Background: an optimization exercise with open tools, aiming at a short achievable clock period and few clock cycles per item. Do not read the settings as production practice. Only simulation tests tie the RTL to the original design; equivalence was not proved. No driver is modelled on the clock port, so clocking that relies on it looks cheaper here than on a real chip. Power is estimated from default activity; no workload was simulated.

Design rtype_exec_unit, start of the top module:
module rtype_exec_unit (
    input  logic        clk,
    input  logic        rst,
    input  logic        instr_valid,
    output logic        instr_ready,
    input  logic [31:0] instruction,
    input  logic        cfg_we,
    input  logic [4:0]  cfg_addr,
    input  logic [31:0] cfg_wdata,
    output logic [31:0] dbg_rdata,
    output logic        wb_valid,
    input  logic        wb_ready,
    output logic [4:0]  wb_rd,
    output logic [31:0] wb_data,
    output logic        illegal,
    output logic [15:0] retired
);
    logic [10:0] alu_ctl;
    logic [31:0] alu_a, alu_b, alu_y;
    logic [3:0]  alu_sh_lo, alu_sh_mid;
    rtype_seq_ctrl #(.XLEN(32)) u_ctrl (
        .clk         (clk),
        .rst         (rst),
        .instr_valid (instr_valid),
        .instr_ready (instr_ready),
        .instruction (instruction),
        .cfg_we      (cfg_we),
        .cfg_addr    (cfg_addr),
        .cfg_wdata   (cfg_wdata),
        .dbg_rdata   (dbg_rdata),
        .alu_ctl     (alu_ctl),
        .alu_a       (alu_a),
        .alu_b       (alu_b),
        .alu_sh_lo   (alu_sh_lo),
        .alu_sh_mid  (alu_sh_mid),
        .alu_y       (alu_y),
        .wb_valid    (wb_valid),
        .wb_ready    (wb_ready),
        .wb_rd       (wb_rd),
        .wb_data     (wb_data),
  ...
Settings: LEC_CHECK=0, ABC_AREA=1, CAP_MARGIN=20, CORE_MARGIN=2, CORE_UTILIZATION=30, PLACE_DENSITY=0.45, SETUP_SLACK_MARGIN=5, SLEW_MARGIN=20; clock period 8.0 ns.
standard.sh (not shown) runs the stock make flow with config.mk's settings and CLKGATE_MAP_FILE= SYNTH_SCRIPT=/design/flow/synth_recipe.tcl, a recipe that flattens the netlist after the stock synthesis.
==> flow/flow/run.sh <==
#!/bin/bash
# Own layout flow: the standard ORFS flow (standard.sh, unchanged synthesis) with
#  - plain sky130_fd_sc_hd__buf_4 port buffers instead of buffer_ports' default delay cells,
#  - plain inverters for ABC's low-power clock inverters and extra setup-repair passes
#    after CTS (post_cts.tcl),
#  - antenna repair with a ratio margin after global routing (post_grt.tcl),
#  - more rounds of ORFS's antenna repair-and-route loop after detailed routing (post_drt.tcl).
# make's output goes to run_make.log; each ORFS step keeps its own log under orfs/logs/.
set -euo pipefail
W=$(pwd)
F="$W/flow"
bash "$W/standard.sh" \
  "BUFFER_PORTS_ARGS=-buffer_cell sky130_fd_sc_hd__buf_4" \
  "POST_CTS_TCL=$F/post_cts.tcl" \
  "POST_GLOBAL_ROUTE_TCL=$F/post_grt.tcl" \
  "POST_DETAIL_ROUTE_TCL=$F/post_drt.tcl" \
  finish > "$W/run_make.log" 2>&1
==> flow/flow/post_cts.tcl <==
# After CTS: logic inverters mapped to low-power clock inverters become plain inverters, then
# further setup repair at rising margins (the period stays the design's), then legalise the
# placement again.
foreach inst [get_cells *] {
  if {[string match "sky130_fd_sc_hd__clkinvlp_*" [get_property $inst ref_name]] &&
      [string match "_*" [get_full_name $inst]]} {
    replace_cell $inst sky130_fd_sc_hd__inv_4
  }
}
estimate_parasitics -placement
foreach m {4.0 4.5 5.0 5.5} {
  puts "post_cts: repair_timing -setup -setup_margin $m"
  repair_timing -setup -setup_margin $m -repair_tns 100
  estimate_parasitics -placement
  report_worst_slack -max
}
detailed_placement
check_placement -verbose
estimate_parasitics -placement
report_worst_slack -max
report_worst_slack -min
==> flow/flow/post_drt.tcl <==
# After detailed routing and ORFS's own antenna loop: while antenna violations remain, repair
# them again (as ORFS's loop does, without a ratio margin) and route again.
set post_drt_iter 0
while { [check_antennas] > 0 && $post_drt_iter < 6 } {
  incr post_drt_iter
  puts "post_drt: antenna repair round $post_drt_iter"
  repair_antennas
  detailed_route {*}$::all_args
}
puts "post_drt: antenna violations left [check_antennas]"
==> flow/flow/post_grt.tcl <==
# After global routing: antenna repair again, aiming 20% below the rule ratios, so that few
# violations are left for the repair after detailed routing.
puts "post_grt: repair_antennas -ratio_margin 20"
repair_antennas -iterations 5 -ratio_margin 20
check_placement -verbose
estimate_parasitics -global_routing
The starting point completed with no timing, DRC or antenna violations.
Testbench counts at the start, summed over its fixed seeds: cycles 3,224, items 3,200.
Change:
Settings changed: CORE_UTILIZATION 30 to 35, PLACE_DENSITY 0.45 to 0.5.
The changed run completed with no timing, DRC or antenna violations.
Setup slack gets worse by 0.23 ns.
Via count came out lower slightly.
Combinational power came out lower by a few percent.
Power goes down by a few percent.
Die area falls by about a fifth.
Global-route usage came out higher by 4.1 points.
Sequential power barely changes.
Cell area decreases slightly.
Routed wire length decreases by a few percent.
Area after synthesis is unchanged.
Worst hold slack gets worse by 0.0098 ns.

-- port drivers added, routing unchanged --
No port has a modelled driver above. Below, the same layouts with a new extraction and two added sets of constraints.
Step 1, drivers: a clkbuf_16 drives clk and a buf_2 each remaining input, both assumed.
Step 2 also shifts input and output timing later by t, the mid clock arrival at the registers, as if the neighbouring blocks saw the same clock.
Slacks: ideal ports / drivers / drivers and shift; pairs: ideal ports / drivers.
run	t (ns)	setup WS [ns]	latest minus earliest clock arrival (ns)	pins driven straight from the clock port
the first run	0.959	4.941 / 4.840 / 4.218	0.043 / 0.043	1
the second run	0.958	4.710 / 4.710 / 4.072	0.055 / 0.055	1
After both steps every run listed still meets setup and hold. For the first run, which loses most, drivers alone change the setup slack by -0.101 ns; drivers and shift together by -0.723 ns.
